Source: an optimization exercise on an open RTL-to-GDS flow (aim: small area, a short achievable clock period and few clock cycles per item). Production flows keep margins and buffers that such runs may drop.
The RTL was checked by simulation tests, not by an equivalence proof against the original design.
No activity file was given, so power comes from the tool's default toggle rates.

==> flow/design.v <==
package pca_pkg;
    localparam int IdxW = 8;
endpackage
module pca_div (
    input  logic               i_clk,
    input  logic               i_rst_n,
    input  logic               i_load,       
    input  logic               i_bload,      
    input  logic               i_take,       
    input  logic               i_abort,      
    input  logic               i_zero,
    input  logic               i_nneg,
    input  logic signed [32:0] i_prop,
    input  logic [42:0]        i_n,
    input  logic [31:0]        i_dt,
    input  logic [33:0]        i_y,
    output logic               o_busy,
    output logic               o_fin,        
    output logic               o_bfin,       
    output logic               o_zero,
    output logic               o_sat,
    output logic               o_nneg,
    output logic signed [32:0] o_prop,
    output logic [35:0]        o_quo,
    output logic [23:0]        o_iq,
    output logic               o_ineg,
    output logic               o_ic
);
    logic               dv_v, dv_bm, dv_sat, dv_z, dv_nneg;
    logic [3:0]         dv_cnt;
    logic [31:0]        dv_rem, dv_dvs;
    logic [33:0]        dv_d3;
    logic [35:0]        dv_quo;
    logic signed [32:0] dv_prop;
    logic [23:0]        iu_sh;
    logic [9:0]         iu_rem;
    logic               iu_neg;
    logic w_long;
    assign w_long = (i_prop[32:31] != 2'b00) && (i_prop[32:31] != 2'b11);
    logic [33:0] d_x1, d_x2;
    logic [34:0] d_a1, d_a2, d_a3, d_b1, d_b2, d_b3;
    logic [31:0] d_r1, d_r2;
    logic [1:0]  d_q1, d_q2;
    assign d_x1 = {dv_rem, dv_quo[35:34]};
    assign d_a1 = {1'b0, d_x1} - {3'b000, dv_dvs};
    assign d_a2 = {1'b0, d_x1} - {2'b00, dv_dvs, 1'b0};
    assign d_a3 = {1'b0, d_x1} - {1'b0, dv_d3};
    always_comb begin
        if (!d_a3[34])      begin d_q1 = 2'd3; d_r1 = d_a3[31:0]; end
        else if (!d_a2[34]) begin d_q1 = 2'd2; d_r1 = d_a2[31:0]; end
        else if (!d_a1[34]) begin d_q1 = 2'd1; d_r1 = d_a1[31:0]; end
        else                begin d_q1 = 2'd0; d_r1 = d_x1[31:0]; end
    end
    assign d_x2 = {d_r1, dv_quo[33:32]};
    assign d_b1 = {1'b0, d_x2} - {3'b000, dv_dvs};
    assign d_b2 = {1'b0, d_x2} - {2'b00, dv_dvs, 1'b0};
    assign d_b3 = {1'b0, d_x2} - {1'b0, dv_d3};
    always_comb begin
        if (!d_b3[34])      begin d_q2 = 2'd3; d_r2 = d_b3[31:0]; end
        else if (!d_b2[34]) begin d_q2 = 2'd2; d_r2 = d_b2[31:0]; end
        else if (!d_b1[34]) begin d_q2 = 2'd1; d_r2 = d_b1[31:0]; end
        else                begin d_q2 = 2'd0; d_r2 = d_x2[31:0]; end
    end
    logic [3:0][10:0] i_s;
    logic [4:0][9:0]  i_r;
    logic [3:0]       i_q;
    always_comb begin
        i_r[0] = iu_rem;
        for (int k = 0; k < 4; k++) begin
            i_s[k]   = {i_r[k], iu_sh[23-k] ^ iu_neg};
            i_q[3-k] = (i_s[k] >= 11'd1000);
            i_r[k+1] = i_q[3-k] ? 10'(i_s[k] - 11'd1000) : i_s[k][9:0];
        end
    end
    logic w_fin;
    assign w_fin  = dv_v && (dv_cnt == 4'd0);
    assign o_busy = dv_v;
    assign o_fin  = w_fin && !dv_bm;
    assign o_bfin = w_fin && dv_bm;
    assign o_zero = dv_z;
    assign o_sat  = dv_sat;
    assign o_nneg = dv_nneg;
    assign o_prop = dv_prop;
    assign o_quo  = dv_quo;
    assign o_iq   = iu_sh;
    assign o_ineg = iu_neg;
    assign o_ic   = iu_neg && (iu_rem != 10'd999);
    always_ff @(posedge i_clk) begin
        if (!i_rst_n) begin
            dv_v  <= 1'b0;
            dv_bm <= 1'b0;
        end else if (i_load) begin
            dv_v    <= 1'b1;
            dv_bm   <= 1'b0;
            dv_z    <= i_zero;
            dv_nneg <= i_nneg;
            dv_prop <= i_prop;
            dv_dvs  <= i_dt;
            dv_d3   <= 34'(i_dt) + {1'b0, i_dt, 1'b0};
            if (w_long) begin
                dv_sat <= !i_zero && (i_dt[31:7] == 25'd0) && (i_n[42:36] >= i_dt[6:0]);
                dv_cnt <= i_zero ? 4'd0 : 4'd9;
                dv_rem <= {25'd0, i_n[42:36]};
                dv_quo <= i_n[35:0];
            end else begin
                dv_sat <= !i_zero && (i_dt[31:11] == 21'd0) && (i_n[42:32] >= i_dt[10:0]);
                dv_cnt <= i_zero ? 4'd0 : 4'd8;
                dv_rem <= {21'd0, i_n[42:32]};
                dv_quo <= {i_n[31:0], 4'd0};
            end
            iu_neg  <= i_y[33];
            iu_rem  <= {1'b0, i_y[32:24] ^ {9{i_y[33]}}};
            iu_sh   <= i_y[23:0];
        end else if (i_bload) begin
            dv_v   <= 1'b1;
            dv_bm  <= 1'b1;
            dv_cnt <= 4'd9;
            dv_rem <= '0;
            dv_quo <= i_n[35:0];
            dv_dvs <= i_dt;
            dv_d3  <= 34'(i_dt) + {1'b0, i_dt, 1'b0};
        end else begin
            if (dv_v && dv_cnt != 4'd0) begin
                dv_cnt <= dv_cnt - 4'd1;
                dv_rem <= d_r2;
                dv_quo <= {dv_quo[31:0], d_q1, d_q2};
                if (dv_cnt <= 4'd6) begin
                    iu_rem <= i_r[4];
                    iu_sh  <= {iu_sh[19:0], i_q};
                end
            end
            if (i_take || (w_fin && dv_bm) || (i_abort && dv_bm)) dv_v <= 1'b0;
        end
    end
endmodule
module pca_dp (
    input  logic [17:0] i_a,
    input  logic [17:0] i_b,
    output logic [49:0] o_s,
    output logic [49:0] o_c,
    output logic        o_n8
);
    logic [18:0]      w_bx;
    logic [8:0]       w_one, w_two, w_neg;
    logic [8:0][18:0] w_row;
    logic [8:0][49:0] w_pp;
    assign w_bx = {i_b, 1'b0};
    for (genvar k = 0; k < 9; k++) begin : g_row
        assign w_one[k] = w_bx[2*k+1] ^ w_bx[2*k];
        assign w_two[k] = (w_bx[2*k+2] & ~w_bx[2*k+1] & ~w_bx[2*k])
                        | (~w_bx[2*k+2] & w_bx[2*k+1] & w_bx[2*k]);
        assign w_neg[k] = w_bx[2*k+2] & ~(w_bx[2*k+1] & w_bx[2*k]);
        assign w_row[k] = (({19{w_one[k]}} & {i_a[17], i_a})
                         | ({19{w_two[k]}} & {i_a, 1'b0})) ^ {19{w_neg[k]}};
        if (k == 0) begin : g_first
            assign w_pp[k] = {31'd0, ~w_row[k][18], w_row[k][17:0]};
        end else if (k == 1) begin : g_second
            assign w_pp[k] = {29'd0, ~w_row[k][18], w_row[k][17:0], 1'b0, w_neg[0]};
        end else begin : g_next
            assign w_pp[k] = {(50 - 2*k - 19)'(0), ~w_row[k][18], w_row[k][17:0],
                              1'b0, w_neg[k-1], (2*k-2)'(0)};
        end
    end
    function automatic logic [99:0] csa(input logic [49:0] x, input logic [49:0] y,
                                        input logic [49:0] z);
        logic [49:0] s, c;
        s = x ^ y ^ z;
        c = (x & y) | (x & z) | (y & z);
        csa = {s, c[48:0], 1'b0};
    endfunction
    logic [99:0] l1a, l1b, l1c, l2a, l2b, l3, l4;
    assign l1a = csa(w_pp[0], w_pp[1], w_pp[2]);
    assign l1b = csa(w_pp[3], w_pp[4], w_pp[5]);
    assign l1c = csa(w_pp[6], w_pp[7], w_pp[8]);
    assign l2a = csa(l1a[99:50], l1a[49:0], l1b[99:50]);
    assign l2b = csa(l1b[49:0], l1c[99:50], l1c[49:0]);
    assign l3  = csa(l2a[99:50], l2a[49:0], l2b[99:50]);
    assign l4  = csa(l3[99:50], l3[49:0], l2b[49:0]);
    assign o_s  = l4[99:50];
    assign o_c  = l4[49:0];
    assign o_n8 = w_neg[8];
endmodule
module pid_controller_anti_windup_unit (
    input  logic                      i_clk,
    input  logic                      i_rst_n,
    input  logic                      i_in_valid,
    output logic                      o_in_ready,
    input  logic                      i_op,
    input  logic signed [15:0]        i_target,
    input  logic signed [15:0]        i_measured,
    input  logic [31:0]               i_time_ms,
    output logic                      o_out_valid,
    input  logic                      i_out_ready,
    output logic signed [15:0]        o_drive,
    input  logic                      i_cfg_valid,
    output logic                      o_cfg_ready,
    input  logic [pca_pkg::IdxW-1:0]  i_cfg_index,
    input  logic [15:0]               i_cfg_data
);
    localparam logic [3:0] S_IDLE = 4'd0;
    localparam logic [3:0] S_T1   = 4'd1;
    localparam logic [3:0] S_T2   = 4'd2;
    localparam logic [3:0] S_T3   = 4'd3;
    localparam logic [3:0] S_T4   = 4'd4;
    localparam logic [3:0] S_T5   = 4'd5;
    localparam logic [3:0] S_T6   = 4'd6;
    localparam logic [3:0] S_T7   = 4'd7;
    localparam logic [3:0] S_T8   = 4'd8;
    localparam logic [3:0] S_HOLD = 4'd9;
    localparam logic [3:0] S_PK   = 4'd10;
    localparam logic [3:0] S_PK2  = 4'd11;
    localparam logic [3:0] S_PB   = 4'd12;
    localparam logic [3:0] S_PB2  = 4'd13;
    localparam logic [3:0] S_PB3  = 4'd14;
    localparam logic [3:0] S_PBW  = 4'd15;
    localparam logic [49:0] BOOTH_K = 50'h3fffaaaac0000;
    logic [15:0] r_gp, r_gi;
    logic [25:0] r_kd;           
    logic [14:0] r_lm;
    logic        r_kd_ok, r_b_ok;
    logic [32:0] r_bnd;          
    logic signed [16:0] r_perr;
    logic signed [39:0] r_es;
    logic [31:0]        r_pms;
    logic [3:0]         r_fe;
    logic               r_rdy;
    logic signed [16:0] r_a;     
    logic signed [17:0] r_b;     
    logic [31:0]        r_t;     
    logic               r_dneg;
    logic               r_zero;
    logic               r_integ;
    logic signed [49:0] r_p;
    logic signed [32:0] r_prop;
    logic [42:0]        r_n;
    logic [33:0]        r_y;
    logic [8:0]         r_ms;    
    logic [2:0]         r_mc;    
    logic               s_v, s_sat, s_neg;
    logic signed [37:0] s_val;
    logic               r_ov;
    logic signed [15:0] r_drv;
    assign o_cfg_ready = 1'b1;
    assign o_out_valid = r_ov;
    assign o_drive     = r_drv;
    logic [17:0] m_a, m_b;
    logic [49:0] m_s, m_c;
    logic        m_n8;
    logic [49:0] r_ms_s, r_ms_c;
    logic        r_ms_n8;
    always_comb begin
        m_a = ({18{r_ms[0]}} & {2'b00, r_gp})                   
            | ({18{r_ms[1] | r_ms[2]}} & 18'(r_a))             
            | ({18{r_ms[3]}} & {9'd0, r_kd[25:17]})             
            | ({18{r_ms[4]}} & {1'b0, r_kd[16:0]})
            | ({18{r_ms[5] | r_ms[6]}} & {2'b00, r_gi})         
            | ({18{r_ms[7]}} & {2'b00, r_kd[15:0]})             
            | ({18{r_ms[8]}} & {3'b000, r_lm});                 
        m_b = ({18{r_ms[0]}} & 18'(r_a))
            | ({18{r_ms[1]}} & {3'b000, r_t[31:17]})
            | ({18{r_ms[2]}} & {1'b0, r_t[16:0]})
            | ({18{r_ms[3] | r_ms[4]}} & r_b)
            | ({18{r_ms[5]}} & {r_es[33], r_es[33:17]})
            | ({18{r_ms[6]}} & {1'b0, r_es[16:0]})
            | ({18{r_ms[7]}} & 18'd1000)
            | ({18{r_ms[8]}} & 18'd125);
    end
    pca_dp u_mul (
        .i_a  (m_a),
        .i_b  (m_b),
        .o_s  (m_s),
        .o_c  (m_c),
        .o_n8 (m_n8)
    );
    always_ff @(posedge i_clk) begin
        r_ms_s  <= m_s;
        r_ms_c  <= m_c;
        r_ms_n8 <= m_n8;
    end
    logic [49:0] m_add, m_out;
    assign m_add = ({50{r_mc[0]}} & 50'(r_es >>> 17))           
                 | ({50{r_mc[1]}} & {r_p[32:0], r_es[16:0]})     
                 | ({50{r_mc[2]}} & {r_p[32:0], 17'd0});
    assign m_out = r_ms_s + r_ms_c + (BOOTH_K | {33'd0, r_ms_n8, 16'd0}) + m_add;
    logic               w_acc;
    logic signed [16:0] w_err;
    logic               w_tz;
    assign w_err = 17'(i_target) - 17'(i_measured);
    assign w_tz  = (i_time_ms == r_pms);
    logic signed [33:0] w_lim34;
    logic               w_integ;
    logic signed [49:0] w_x, w_hi, w_lo;
    logic signed [39:0] w_es;
    logic               w_cfg_b, w_cfg_k;
    assign w_lim34 = {11'd0, r_lm, 8'd0};
    assign w_integ = (34'(r_prop) < w_lim34) && (34'(r_prop) > -w_lim34);
    assign w_x  = r_integ ? r_p : 50'(r_es);
    assign w_hi = (r_gi != 16'd0) ? 50'(r_bnd) : 50'sd549755813887;
    assign w_lo = (r_gi != 16'd0) ? -(50'(r_bnd)) : -50'sd549755813888;
    always_comb begin
        if (w_x > w_hi)      w_es = w_hi[39:0];
        else if (w_x < w_lo) w_es = w_lo[39:0];
        else                 w_es = w_x[39:0];
    end
    assign w_cfg_b = i_cfg_valid && (i_cfg_index == 8'd1 || i_cfg_index == 8'd3);
    assign w_cfg_k = i_cfg_valid && (i_cfg_index == 8'd2);
    logic        u_busy, u_fin, u_bfin, u_zero, u_sat, u_nneg, u_ineg, u_ic;
    logic signed [32:0] u_prop;
    logic [35:0] u_quo;
    logic [23:0] u_iq;
    logic        u_take;
    logic        w_bload, w_s_move, w_s_free, w_load;
    assign w_s_move = s_v && !r_ov;
    assign w_s_free = !s_v || w_s_move;
    assign u_take   = u_fin && w_s_free;
    assign w_load   = (r_fe == S_HOLD) && (!u_busy || u_take);
    assign w_bload  = (r_fe == S_PB3) && !u_busy && !w_cfg_b;
    assign o_in_ready = r_rdy || w_load;
    assign w_acc      = i_in_valid && o_in_ready;
    pca_div u_div (
        .i_clk   (i_clk),
        .i_rst_n (i_rst_n),
        .i_load  (w_load),
        .i_bload (w_bload),
        .i_take  (u_take),
        .i_abort (w_cfg_b),
        .i_zero  (r_zero),
        .i_nneg  (r_dneg),
        .i_prop  (r_prop),
        .i_n     (r_n),
        .i_dt    (r_t),
        .i_y     (r_y),
        .o_busy  (u_busy),
        .o_fin   (u_fin),
        .o_bfin  (u_bfin),
        .o_zero  (u_zero),
        .o_sat   (u_sat),
        .o_nneg  (u_nneg),
        .o_prop  (u_prop),
        .o_quo   (u_quo),
        .o_iq    (u_iq),
        .o_ineg  (u_ineg),
        .o_ic    (u_ic)
    );
    logic signed [37:0] w_pt, w_it, w_dtm, w_sum;
    assign w_pt  = 38'(u_prop);
    assign w_it  = u_ineg ? ~{14'd0, u_iq} : {14'd0, u_iq};
    assign w_dtm = u_nneg ? ~{2'd0, u_quo} : {2'd0, u_quo};
    assign w_sum = w_pt + w_it + w_dtm + 38'(u_ic) + 38'(u_nneg);
    logic signed [37:0] w_slim;
    logic signed [23:0] w_sadj;
    logic signed [15:0] w_drv;
    assign w_slim = {15'd0, r_lm, 8'd0};
    assign w_sadj = s_val[35] ? (s_val[23:0] + 24'sd255) : s_val[23:0];
    always_comb begin
        if (s_sat)                 w_drv = s_neg ? -(16'(r_lm)) : 16'(r_lm);
        else if (s_val >= w_slim)  w_drv = 16'(r_lm);
        else if (s_val <= -w_slim) w_drv = -(16'(r_lm));
        else                       w_drv = w_sadj[23:8];
    end
    logic [3:0] fe_n;
    logic       kd_ok_n, b_ok_n;
    always_comb begin
        fe_n    = r_fe;
        kd_ok_n = r_kd_ok;
        b_ok_n  = r_b_ok;
        case (r_fe)
            S_IDLE: begin
                if (!r_kd_ok)     fe_n = S_PK;
                else if (!r_b_ok) fe_n = S_PB;
                else if (w_acc)   fe_n = (i_op || w_tz) ? S_HOLD : S_T1;
            end
            S_T1: fe_n = S_T2;
            S_T2: fe_n = S_T3;
            S_T3: fe_n = S_T4;
            S_T4: fe_n = S_T5;
            S_T5: fe_n = S_T6;
            S_T6: fe_n = S_T7;
            S_T7: fe_n = S_T8;
            S_T8: fe_n = S_HOLD;
            S_HOLD: begin
                if (w_load) begin
                    if (w_acc) fe_n = (i_op || w_tz) ? S_HOLD : S_T1;
                    else       fe_n = S_IDLE;
                end
            end
            S_PK: fe_n = S_PK2;
            S_PK2: begin
                kd_ok_n = 1'b1;
                fe_n    = S_IDLE;
            end
            S_PB: fe_n = (r_gi == 16'd0) ? S_IDLE : S_PB2;
            S_PB2: fe_n = S_PB3;
            S_PB3: if (w_bload) fe_n = S_PBW;
            S_PBW: begin
                if (u_bfin) begin
                    b_ok_n = 1'b1;
                    fe_n   = S_IDLE;
                end
            end
            default: fe_n = S_IDLE;
        endcase
        if (r_fe == S_PB && r_gi == 16'd0) b_ok_n = 1'b1;
        if (w_cfg_k) kd_ok_n = 1'b0;
        if (w_cfg_b) b_ok_n  = 1'b0;
        if (w_cfg_k && (r_fe == S_PK || r_fe == S_PK2)) fe_n = S_IDLE;
        if (w_cfg_b && (r_fe == S_PB || r_fe == S_PB2 || r_fe == S_PB3 || r_fe == S_PBW))
            fe_n = S_IDLE;
    end
    always_ff @(posedge i_clk) begin
        if (!i_rst_n) begin
            r_gp    <= '0;
            r_gi    <= '0;
            r_kd    <= '0;
            r_lm    <= 15'd10240;
            r_kd_ok <= 1'b1;
            r_b_ok  <= 1'b1;
            r_perr  <= '0;
            r_es    <= '0;
            r_pms   <= '0;
            r_fe    <= S_IDLE;
            r_rdy   <= 1'b0;
            r_ms    <= '0;
            r_mc    <= '0;
        end else begin
            r_fe    <= fe_n;
            r_kd_ok <= kd_ok_n;
            r_b_ok  <= b_ok_n;
            r_rdy   <= (fe_n == S_IDLE) && kd_ok_n && b_ok_n;
            r_ms    <= {fe_n == S_PB, fe_n == S_PK, fe_n == S_T7, fe_n == S_T6,
                        fe_n == S_T5, fe_n == S_T4, fe_n == S_T3, fe_n == S_T2,
                        fe_n == S_T1};
            r_mc    <= {fe_n == S_T6 || fe_n == S_T8, fe_n == S_T4, fe_n == S_T3};
            if (i_cfg_valid) begin
                case (i_cfg_index)
                    8'd0: r_gp <= i_cfg_data;
                    8'd1: r_gi <= i_cfg_data;
                    8'd3: r_lm <= i_cfg_data[14:0];
                    default: ;
                endcase
            end
            if (w_cfg_k)
                r_kd <= {10'd0, i_cfg_data};
            else if (r_fe == S_PK2)
                r_kd <= m_out[25:0];
            if (u_bfin && r_fe == S_PBW && !w_cfg_b)
                r_bnd <= u_quo[32:0];
            if (w_acc) begin
                if (i_op) begin
                    r_pms  <= i_time_ms;
                    r_perr <= '0;
                    r_es   <= '0;
                    r_zero <= 1'b1;
                end else if (w_tz) begin
                    r_zero <= 1'b1;
                end else begin
                    r_zero <= 1'b0;
                    r_a    <= w_err;
                    r_t    <= i_time_ms;
                end
            end
            case (r_fe)
                S_T1: begin
                    r_b    <= 18'(r_a) - 18'(r_perr);
                    r_perr <= r_a;
                    r_t    <= r_t - r_pms;
                    r_pms  <= r_t;
                end
                S_PB: r_t <= {16'd0, r_gi};
                S_T2: begin
                    r_prop <= m_out[32:0];
                    r_dneg <= r_b[17];
                    r_b    <= r_b[17] ? -r_b : r_b;
                end
                S_T3: begin
                    r_integ <= w_integ;
                    r_p     <= m_out;
                end
                S_T4: r_p <= m_out;
                S_T5: begin
                    r_es <= w_es;
                    r_p  <= m_out;
                end
                S_T6: r_n <= m_out[42:0];
                S_T7: r_p <= m_out;
                S_T8: r_y <= m_out[33:0];
                S_PB2: r_n <= {10'd0, m_out[21:0], 11'd0};
                default: ;
            endcase
        end
    end
    always_ff @(posedge i_clk) begin
        if (!i_rst_n) begin
            s_v  <= 1'b0;
            r_ov <= 1'b0;
        end else begin
            if (u_take) begin
                s_v   <= 1'b1;
                s_sat <= u_sat;
                s_neg <= u_nneg;
                s_val <= u_zero ? 38'sd0 : w_sum;
            end else if (w_s_move) begin
                s_v <= 1'b0;
            end
            if (w_s_move) begin
                r_ov  <= 1'b1;
                r_drv <= w_drv;
            end else if (r_ov && i_out_ready) begin
                r_ov <= 1'b0;
            end
        end
    end
endmodule
==> flow/run.sh <==
#!/bin/bash
# synth_recipe.tcl (not shown) runs the flow's synth.tcl, then flattens the netlist and writes it again
# the make line also repeats each setting of config.mk as NAME=value (left out here)
make -C /OpenROAD-flow-scripts/flow DESIGN_CONFIG=/design/flow/config.mk WORK_HOME=/design/flow/orfs CLKGATE_MAP_FILE= SYNTH_SCRIPT=/design/flow/synth_recipe.tcl finish
==> flow/config.mk <==
export PLATFORM = sky130hd
export DESIGN_NAME = pid_controller_anti_windup_unit
export DESIGN_NICKNAME = pid_controller_anti_windup_unit
export VERILOG_FILES = /design/flow/design.v
export SDC_FILE = /design/flow/constraint.sdc
export NUM_CORES = 4
export LEC_CHECK = 0
export CAP_MARGIN = 20
export CORE_MARGIN = 2
export CORE_UTILIZATION = 40
export SETUP_SLACK_MARGIN = 5
export SLEW_MARGIN = 20
==> flow/constraint.sdc <==
create_clock -name core_clock -period 12.0 [get_ports {i_clk}]
set_input_delay 2.4000 -clock core_clock [delete_from_list [all_inputs] [get_ports {i_clk}]]
set_output_delay 2.4000 -clock core_clock [all_outputs]
set_load 0.01 [all_outputs]
==> flow_metrics.py, run 1 <==
metrics = {
    "status": {
        "status": "finished clean",
    },
    "sta": {
        "hold_violations": 0,
        "fin_tns_setup_ns": 0,
        "min_period_over_period_pct": 56.72,
        "finClkSkew_ns": 0.04381,
        "relSlewSlack_pct": 20.29,
        "worstMarginPinSlew_ns": 1.187,
        "rsz0062_at_grt": "yes",
        "final.min_clock_period_ns": 6.807,
        "drv_slew": 0,
        "report.final.setup_viol": 0,
        "max_freq_mhz": 146.9,
    },
    "synth": {
        "ys_top_cells_by_area": "edfxtp_1, ha_1, dfxtp_1",
        "ys.flop_type": "edfxtp_1",
        "synth_edf_count": 527,
        "synth.cell_area_sq_um": 66250,
        "yosysWarnings": 3,
        "synth_area_per_cell_sq_um": 9.092,
        "synth_top_family_by_area": "compound AO/OA/AOI/OAI gates",
        "ys_types": 103,
        "synthCells": 7286,
        "synthMuxAreaShare_pct": 2.047,
        "synth_top_cell_by_area": "edfxtp_1",
        "synth_compound_area_share_pct": 20.32,
        "yosysSeqAreaShare_pct": 31.44,
        "synth-adder-area-share_pct": 18.91,
        "synthXorXnorAreaFrac_pct": 8.038,
        "synth_top_area_share_pct": 23.89,
        "async_flop_share_pct": 0,
        "ys_seq_elements": 777,
        "synth-simple-area-share_pct": 14.00,
        "syn-num-nets": 8267,
    },
    "worst_setup_path": {
        "cp-end-kind": "register",
        "arrival_ns": 7.35,
        "startpoint": "u_div.dv_quo[34]",
        "reg2reg_depth": 29,
        "r2r-start": "u_div.dv_quo[34]",
        "required_ns": 12.54,
        "worst-r2r-setup-slack_ns": 5.19,
        "rr_endpoint": "u_div.dv_rem[23]",
        "max_stage_delay_ns": 0.44,
        "worstPathMaxFanout": 12,
        "startpoint_type": "register",
        "cp-endpoint": "u_div.dv_rem[23]",
        "slowest_stage": "o41a_1",
        "critPathKind": "reg -> reg",
    },
    "pwr": {
        "combPwrFrac_pct": 67.2,
        "ir_drop_uv": 451.5,
        "p_seq_share_pct": 19.7,
        "clockPowerShare_pct": 13.1,
        "switching_share_pct": 49.32,
        "power.switching_uw": 11310,
        "p_int_uw": 11630,
        "p_leak_uw": 0.03078,
        "powerDensity_nw_per_um2": 306.5,
    },
    "detailed_routing": {
        "drt_wl_total_um": 234000,
        "antenna_left": 0,
        "drc": 0,
        "dr_total_vias": 57130,
        "wl_met2_um": 106300,
        "topRoutingLayerUsed": "met5",
        "m1WireLength_um": 97160,
        "wl_per_cell_um": 24.29,
        "firstDrtPassIters": 8,
        "drt-initial-drc-count": 6049,
        "routed_via_density": 5.929,
        "met3_length_um": 18370,
    },
    "cts": {
        "cts.sinks": 777,
        "root_buffer": "clkbuf_16",
        "clk_latency_ns": 0.72,
        "ctsHoldBuffers": 0,
        "cts_max_path_buffers": 3,
        "cts-buffers-inserted": 88,
        "ctsHtreeMaxLevel": 3,
        "clk_pin_slew_ns": 0.06,
        "tritoncts": "built",
    },
    "floorplanning": {
        "initial_core_util_pct": 40.20,
        "die_y_um": 411.0,
        "core_area_sq_um": 164800,
        "fp-row-count": 149,
        "fp.dieArea_sq_um": 168900,
        "fp.dieW_um": 411.0,
        "ioPinCount": 113,
    },
    "cells_and_area": {
        "areaGrowthSynthToFinish_pct": 12.99,
        "drive_gt1_share_pct": 8.263,
        "fin_area_sq_um": 74850,
        "layout.cells.non_filler": 9635,
        "nets": 8350,
        "final_util_pct": 45.42,
    },
    "global_route": {
        "grt_pass1_wl_um": 345000,
        "grt_max_degree": 77,
        "grt_pass1_vias": 55150,
        "track_usage_pct": 26.74,
        "antenna_found_initial": 5,
        "overflow": 0,
    },
    "placement": {
        "dp_cells": 9382,
        "dpl_cell_area_sq_um": 69950,
        "gp_congestion": 0.9633,
        "io_buffers": 111,
        "hpwl_um": 177900,
    },
    "flow_run": {
        "drv_cap": 0,
    },
    "hold_path": {
        "min_path_type": "reg -> reg",
    },
}
-- routing by layer --
layer	track usage, %	vias to the layer above
li1	-	26590
met1	35.03	27840
met2	43.09	2244
met3	4.308	454
met4	12.47	4
met5	0	-
-- registers in the layout, indices dropped and copies added, names as in the netlist, 18 cells and up --
signal	cells
u_div.dv_d3	34
r_ms_c	31
u_div.dv_prop	33
r_ms_s	35
r_bnd	33
r_n	43
r_prop	33
r_y	34
u_div.dv_dvs	31
r_p	50
u_div.dv_quo	36
r_t	32
r_pms	32
r_kd	26
u_div.iu_sh	24
r_es	40
r_b	18
s_val	38
u_div.dv_rem	32
-- placed cells by master (no fill, tap or decap), types with 25 or more instances in the layout --
master           synthesis  layout
a211oi_1                62      57
a21o_1                 239     239
a21oi_1                438     412
a222oi_1                69      69
a22o_1                  25      25
a22oi_1                201     200
a311oi_1                46      44
a31oi_1                 59      53
and2_1                  60      59
and3_1                  43      42
buf_4                    2     173
clkbuf_16                0      96
clkdlybuf4s50_1          0     111
dfxtp_1                250     250
edfxtp_1               527     527
fa_1                   190     189
ha_1                   697     691
inv_1                  601     596
mux2_2                  48      47
mux2i_1                 77      76
nand2_1                677     671
nand2b_1                82      82
nand3_1                157     155
nand4_1                 64      64
nor2_1                 496     479
nor2b_1                 73      69
nor3_1                 118     104
nor4_1                  54      49
o211ai_1                47      47
o21a_1                  85      84
o21ai_0                373     357
o21bai_1                50      50
o31ai_1                 40      28
or2_2                   32      30
or3_1                   31      29
xnor2_1                342     338
xor2_1                 261     261
-- Yosys cell counts (60+ instances only) --
cell type	instances
a21oi_1	438
nand2_1	677
inv_1	601
nor3_1	118
nand3_1	157
ha_1	697
nor2b_1	73
o21ai_0	373
fa_1	190
and2_1	60
a21o_1	239
clkbuf_1	264
a211oi_1	62
mux2i_1	77
xor2_1	261
nand4_1	64
a222oi_1	69
a22oi_1	201
nor2_1	496
dfxtp_1	250
edfxtp_1	527
nand2b_1	82
xnor2_1	342
o21a_1	85
-- metrics by stage --
stage / worst slack (ns) / power [uW] / hold slack, ns
2_1_floorplan: 5.280 / 14450 / 0.4003
3_5_place_dp: 3.032 / 19160 / 0.4389
5_1_grt: 4.885 / 24730 / 0.4597
3_3_place_gp: 3.261 / 18910 / 0.4438
4_1_cts: 5.013 / 22520 / 0.4579
6_report: 5.193 / 22940 / 0.4604
-- what timing repair did --
action	CTS	global route
cloned	3	3
setup buffers	29	50
pin swaps	16	41
endpoints found under the hold margin	0	0
endpoints found under the setup margin	80	79
resized for setup	106	91
-- area by class of cell --
cell class | count | area (sq um)
fill | 15860 | 89950
tap | 2189 | 2739
clock buffer | 105 | 2434
sequential | 777 | 20830
inverter | 606 | 2282
multi-input combinational | 5596 | 43090
antenna | 3 | 7.507
timing repair buffer | 300 | 2703
clock inverter | 59 | 770.7
-- cell families (layout without fill, tap and decap cells) --
family / after synthesis / count (layout)
adders and majority gates: 887 / 887
buffers and inverters: 915 / 1070
and+or+nand+nor: 1978 / 1979
other: 1 / 4
DFF: 777 / 777
AOI/OAI and AO/OA: 1995 / 1996
xor gates and xnor gates: 605 / 605
muxes: 128 / 128
-- critical path, delay by kind of cell, from the launching register on --
family,cells,cell delay (ns)
compound gates,16,3.84
simple gates,4,0.68
fa+ha+maj,3,0.64
flops,1,0.41
buf+inv,5,0.73
mux,1,0.34
-- worst min path at each step --
stage	from	to	slack, ns	depth (start not counted)
final	r_prop[1]	u_div.dv_prop[1]	0.46	0
after global routing	r_prop[1]	u_div.dv_prop[1]	0.46	0
after CTS	r_prop[1]	u_div.dv_prop[1]	0.46	0
after detailed placement	r_prop[0]	u_div.dv_prop[0]	0.44	0
after global placement	r_kd[23]	r_kd[23]	0.44	2
after floorplan	u_div.dv_sat	s_sat	0.40	0
-- power groups by stage --
stage	logic (uW)	registers, uW	clock network, uW
finish	15400	4510	3000
global route	17100	4540	3130
CTS	15000	4500	3040
detailed placement	14600	4550	0
global placement	14400	4550	0
floorplan	10200	4270	0
Testbench counts, summed over its fixed seeds: cycles 13,716, items 1,464.
==> run 2: changes to the inputs <==
--- a/flow/design.v
+++ b/flow/design.v
@@ -37,4 +37,5 @@
     logic               iu_neg;
-    logic w_long;
-    assign w_long = (i_prop[32:31] != 2'b00) && (i_prop[32:31] != 2'b11);
+    logic w_short, w_long;
+    assign w_short = (i_prop[32:27] == 6'd0) || (i_prop[32:27] == 6'h3f);
+    assign w_long  = (i_prop[32:31] != 2'b00) && (i_prop[32:31] != 2'b11);
     logic [33:0] d_x1, d_x2;
@@ -99,3 +100,8 @@
             dv_d3   <= 34'(i_dt) + {1'b0, i_dt, 1'b0};
-            if (w_long) begin
+            if (w_short) begin
+                dv_sat <= !i_zero && (i_dt[31:15] == 17'd0) && (i_n[42:28] >= i_dt[14:0]);
+                dv_cnt <= i_zero ? 4'd0 : 4'd7;
+                dv_rem <= {17'd0, i_n[42:28]};
+                dv_quo <= {i_n[27:0], 8'd0};
+            end else if (w_long) begin
                 dv_sat <= !i_zero && (i_dt[31:7] == 25'd0) && (i_n[42:36] >= i_dt[6:0]);
@@ -237,3 +243,4 @@
     logic [8:0]         r_ms;    
-    logic [2:0]         r_mc;    
+    logic [6:0]         r_s2;    
+    logic               r_hi;    
     logic               s_v, s_sat, s_neg;
@@ -280,5 +287,6 @@
     logic [49:0] m_add, m_out;
-    assign m_add = ({50{r_mc[0]}} & 50'(r_es >>> 17))           
-                 | ({50{r_mc[1]}} & {r_p[32:0], r_es[16:0]})     
-                 | ({50{r_mc[2]}} & {r_p[32:0], 17'd0});
+    assign m_add = ({50{r_s2[1]}} & 50'(r_es >>> 17))                   
+                 | ({50{r_s2[2] & r_hi}} & {r_p[32:0], r_es[16:0]})      
+                 | ({50{r_s2[2] & ~r_hi}} & 50'(r_es))                   
+                 | ({50{r_s2[4] | r_s2[6]}} & {r_p[32:0], 17'd0});
     assign m_out = r_ms_s + r_ms_c + (BOOTH_K | {33'd0, r_ms_n8, 16'd0}) + m_add;
@@ -287,3 +295,5 @@
     logic               w_tz;
+    logic [31:0]        w_dt;
     assign w_err = 17'(i_target) - 17'(i_measured);
+    assign w_dt  = r_t - r_pms;
     assign w_tz  = (i_time_ms == r_pms);
@@ -372,3 +382,3 @@
             end
-            S_T1: fe_n = S_T2;
+            S_T1: fe_n = (w_dt[31:17] == 15'd0) ? S_T3 : S_T2;
             S_T2: fe_n = S_T3;
@@ -423,3 +433,3 @@
             r_ms    <= '0;
-            r_mc    <= '0;
+            r_s2    <= '0;
         end else begin
@@ -432,3 +442,4 @@
                         fe_n == S_T1};
-            r_mc    <= {fe_n == S_T6 || fe_n == S_T8, fe_n == S_T4, fe_n == S_T3};
+            r_s2    <= {r_fe == S_T7, r_fe == S_T6, r_fe == S_T5, r_fe == S_T4,
+                        r_fe == S_T3, r_fe == S_T2, r_fe == S_T1};
             if (i_cfg_valid) begin
@@ -465,8 +476,7 @@
                     r_perr <= r_a;
-                    r_t    <= r_t - r_pms;
+                    r_t    <= w_dt;
                     r_pms  <= r_t;
+                    r_hi   <= (w_dt[31:17] != 15'd0);
                 end
-                S_PB: r_t <= {16'd0, r_gi};
-                S_T2: begin
-                    r_prop <= m_out[32:0];
+                S_T3: begin
                     r_dneg <= r_b[17];
@@ -474,14 +484,12 @@
                 end
-                S_T3: begin
-                    r_integ <= w_integ;
-                    r_p     <= m_out;
-                end
-                S_T4: r_p <= m_out;
-                S_T5: begin
-                    r_es <= w_es;
-                    r_p  <= m_out;
-                end
-                S_T6: r_n <= m_out[42:0];
-                S_T7: r_p <= m_out;
-                S_T8: r_y <= m_out[33:0];
+                S_T4: r_integ <= w_integ;
+                S_T5: r_es <= w_es;
+                S_PB: r_t <= {16'd0, r_gi};
+                default: ;
+            endcase
+            if (r_s2[0]) r_prop <= m_out[32:0];
+            if (r_s2[1] || r_s2[2] || r_s2[3] || r_s2[5]) r_p <= m_out;
+            if (r_s2[4]) r_n <= m_out[42:0];
+            if (r_s2[6]) r_y <= m_out[33:0];
+            case (r_fe)
                 S_PB2: r_n <= {10'd0, m_out[21:0], 11'd0};
==> run 2 against run 1 <==
Clock-buffer cell count is 20 higher; total power shrank 10%; still clean; register-to-register slack about the same; flip-flop and latch count increased by 7; sequential power decreased by 8.0%; die area increased by 3.5%; cell count rose by 3.0%; combinational power is 14% lower; largest power group unchanged; via count rose by 6.8%; critical path type unchanged; core utilization fell by 0.14 points; highest routed layer unchanged; global-route usage rose by 2.6 points.
==> flow_metrics.py, run 2 <==
metrics = {
    "detailed_routing": {
        "wl_per_cell_um": 26.56,
        "drc": 0,
        "routed_via_density": 6.147,
        "firstDrtPassIters": 7,
        "antenna_left": 0,
        "drt_wl_total_um": 263500,
        "drt-initial-drc-count": 7076,
        "dr_total_vias": 61000,
    },
    "worst_setup_path": {
        "required_ns": 12.60,
        "slowest_stage": "edfxtp_1",
        "startpoint": "u_div.dv_rem[1]",
        "critical_path.cell_chain": "ha_1, o21a_1, o31a_1, a21oi_1, o2bb2ai_1, o31a_1, o21a_1, o21ai_2, buf_4, nand3_1, a31oi_4, ha_1, o21a_1, o21a_1, a32o_1, a211oi_2, a211o_1, a211oi_2, o2111ai_2, or3b_4, nor2_4, nand3_4, a21oi_1, a221o_1",
        "reg2reg_depth": 24,
        "worst-r2r-setup-slack_ns": 5.20,
        "arrival_ns": 7.39,
        "max_stage_delay_ns": 0.53,
        "critPathKind": "reg -> reg",
        "cp-end-kind": "register",
        "worstPathMaxFanout": 19,
        "cp_common_cell": "o21a_1",
        "rr_endpoint": "u_div.dv_rem[28]",
        "r2r-start": "u_div.dv_rem[1]",
        "startpoint_type": "register",
    },
    "cts": {
        "root_buffer": "clkbuf_16",
        "clk_latency_ns": 0.75,
        "clk_pin_slew_ns": 0.06,
        "cts.sinks": 784,
        "tritoncts": "built",
        "cts_max_path_buffers": 3,
        "ctsHoldBuffers": 0,
        "cts-buffers-inserted": 95,
        "ctsHtreeMaxLevel": 3,
    },
    "floorplanning": {
        "fp-row-count": 151,
        "die_y_um": 418.1,
        "ioPinCount": 113,
        "core_area_sq_um": 169800,
        "initial_core_util_pct": 40.39,
        "fp.dieW_um": 418.1,
        "fp.dieArea_sq_um": 174800,
    },
    "synth": {
        "synthCells": 7572,
        "ys_seq_elements": 784,
        "synth_edf_count": 528,
        "ys.flop_type": "edfxtp_1",
        "async_flop_share_pct": 0,
        "ys_types": 100,
        "synth_top_cell_by_area": "edfxtp_1",
        "yosysSeqAreaShare_pct": 30.58,
        "yosysWarnings": 3,
        "synthTopCellsByCount": "ha_1, nand2_1, inv_1",
        "synth_top_area_share_pct": 23.11,
        "ys_top_cells_by_area": "edfxtp_1, ha_1, dfxtp_1",
        "synth.cell_area_sq_um": 68610,
        "syn-num-nets": 8569,
        "synth_area_per_cell_sq_um": 9.060,
        "yosysMostFrequentCell": "ha_1",
    },
    "sta": {
        "worstMarginPinSlew_ns": 1.235,
        "rsz0062_at_grt": "no",
        "hold_violations": 0,
        "finClkSkew_ns": 0.05530,
        "min_period_over_period_pct": 56.63,
        "final.min_clock_period_ns": 6.795,
        "fin_tns_setup_ns": 0,
        "report.final.setup_viol": 0,
        "drv_slew": 0,
        "relSlewSlack_pct": 17.55,
        "max_freq_mhz": 147.2,
    },
    "cells_and_area": {
        "drive_gt1_share_pct": 7.496,
        "final_cell_mix": "ha_1, nand2_1, inv_1",
        "top_register": "r_p",
        "largestRegisters": "r_p x50, r_n x43, r_es x40",
        "nets": 8611,
        "areaGrowthSynthToFinish_pct": 12.09,
        "final_common_cell": "ha_1",
        "largest_reg_flops": 50,
    },
    "pwr": {
        "powerDensity_nw_per_um2": 267.7,
        "ir_drop_uv": 413.9,
        "p_leak_uw": 0.03145,
        "fin_total_pwr_uw": 20580,
    },
    "global_route": {
        "grt_pass1_vias": 58420,
        "track_usage_pct": 29.35,
        "antenna_found_initial": 14,
        "grt_pass1_wl_um": 386500,
        "grt_max_degree": 76,
        "overflow": 0,
    },
    "hold_path": {
        "hold_depth": 0,
        "whs_endpoint": "u_div.dv_prop[1]",
        "min_from": "r_prop[1]",
        "min_path_type": "reg -> reg",
    },
    "flow_run": {
        "drv_cap": 0,
    },
    "placement": {
        "io_buffers": 111,
        "hpwl_um": 201700,
        "gp_congestion": 1.017,
    },
    "status": {
        "status": "finished clean",
    },
}
## run 2: worst max-delay path: cells and delay by family (launching register included)
kind            cells  cell delay [ns]
compound gates     17             3.84
simple gates        4             1.15
flops               1             0.53
buf+inv             1             0.38
fa+ha+maj           2             0.78
## run 2: cells by family after synthesis
| group | count (synthesis) | share of synthesized area (%) |
|---|---|---|
| AOI/OAI and AO/OA | 2128 | 21.30 |
| other | 1 | 0.005466 |
| adders and majority gates | 903 | 18.55 |
| and+or+nand+nor | 2088 | 14.41 |
| buffers and inverters | 906 | 5.001 |
| DFF | 784 | 30.58 |
| xor gates and xnor gates | 603 | 7.725 |
| muxes | 159 | 2.433 |
## run 2: worst max-delay path by stage
stage                        to  slack [ns]  cells after the start
2_1_floorplan    u_div.dv_d3[0]        5.38                      9
3_5_place_dp   u_div.dv_rem[28]        3.11                     24
4_1_cts        u_div.dv_rem[29]        4.99                     26
3_3_place_gp   u_div.dv_rem[28]        3.18                     24
6_report       u_div.dv_rem[28]        5.20                     24
5_1_grt        u_div.dv_rem[29]        4.93                     25
## run 2: cell type report
| type | instances | area (sq um) |
|---|---|---|
| Fill cell | 16310 | 92950 |
| Multi-Input combinational cell | 5884 | 45110 |
| Sequential cell | 784 | 20980 |
| Tap cell | 2218 | 2775 |
| Clock buffer | 125 | 2675 |
| Timing Repair Buffer | 280 | 2429 |
| Inverter | 569 | 2138 |
| Clock inverter | 55 | 769.5 |
| Antenna cell | 8 | 20.02 |
## run 2: per-stage QoR
stage               area [sq um]  setup slack (ns)  hold slack, ns  instances  utilization (%)
floorplan                  68610             5.385          0.4003       7572                -
global placement           72480             3.179          0.4291       9695            42.67
detailed placement         72490             3.112          0.4423       9696            42.68
CTS                        76390             4.988          0.4550       9891            44.97
global route               76880             4.927          0.4758       9915            45.27
finish                     76900             5.205          0.4527       9923            45.28
## run 2: power breakdown
part	internal (uW)	leakage, uW	switching, uW
registers	3740	0.00685	417
logic	4820	0.0229	8380
clock network	1910	0.00169	1310
## run 2: per-layer routing
layer	track usage (%)	up-vias	wire (um)
met4	14.16	16	14620
met5	0	-	117
met2	44.98	2745	114400
met3	5.881	592	23390
li1	-	27820	-
met1	39.47	29830	111000
## run 2: repair_timing
action / in CTS / in global routing
cloned: 2 / 1
pin swaps: 7 / 17
gates resized for setup: 72 / 66
setup buffers: 13 / 23
endpoints found under the setup margin: 59 / 81
Testbench counts of run 2, summed over its fixed seeds: cycles 12,252, items 1,464.

-- afterwards: timing with drivers on the ports --
How much do the figures lean on ideal ports? The routed layouts below were timed once more, with nothing changed but the port constraints. Step 1 assumes that a clkbuf_16 drives the clock port and a buf_2 every other input. Step 2 times the ports against the registers' clock, not the clock port: input delays grow and output delays shrink by t, the midpoint of the rising clock arrivals with the driver on. Slacks: ideal / step 1 / step 2; pairs: ideal / step 1.
run	shift t [ns]	setup WS [ns]	worst hold slack (ns)	worst setup path at the end
run 1	0.786	5.193 / 5.193 / 4.695	0.460 / 0.460 / 0.460	input to register
run 2	0.808	5.205 / 5.205 / 5.205	0.453 / 0.453 / 0.453	register to register
After both steps setup and hold are still met in every run listed. The setup slack of run 1, which loses most, moves by 0.000 ns with the drivers and by -0.498 ns with both steps.
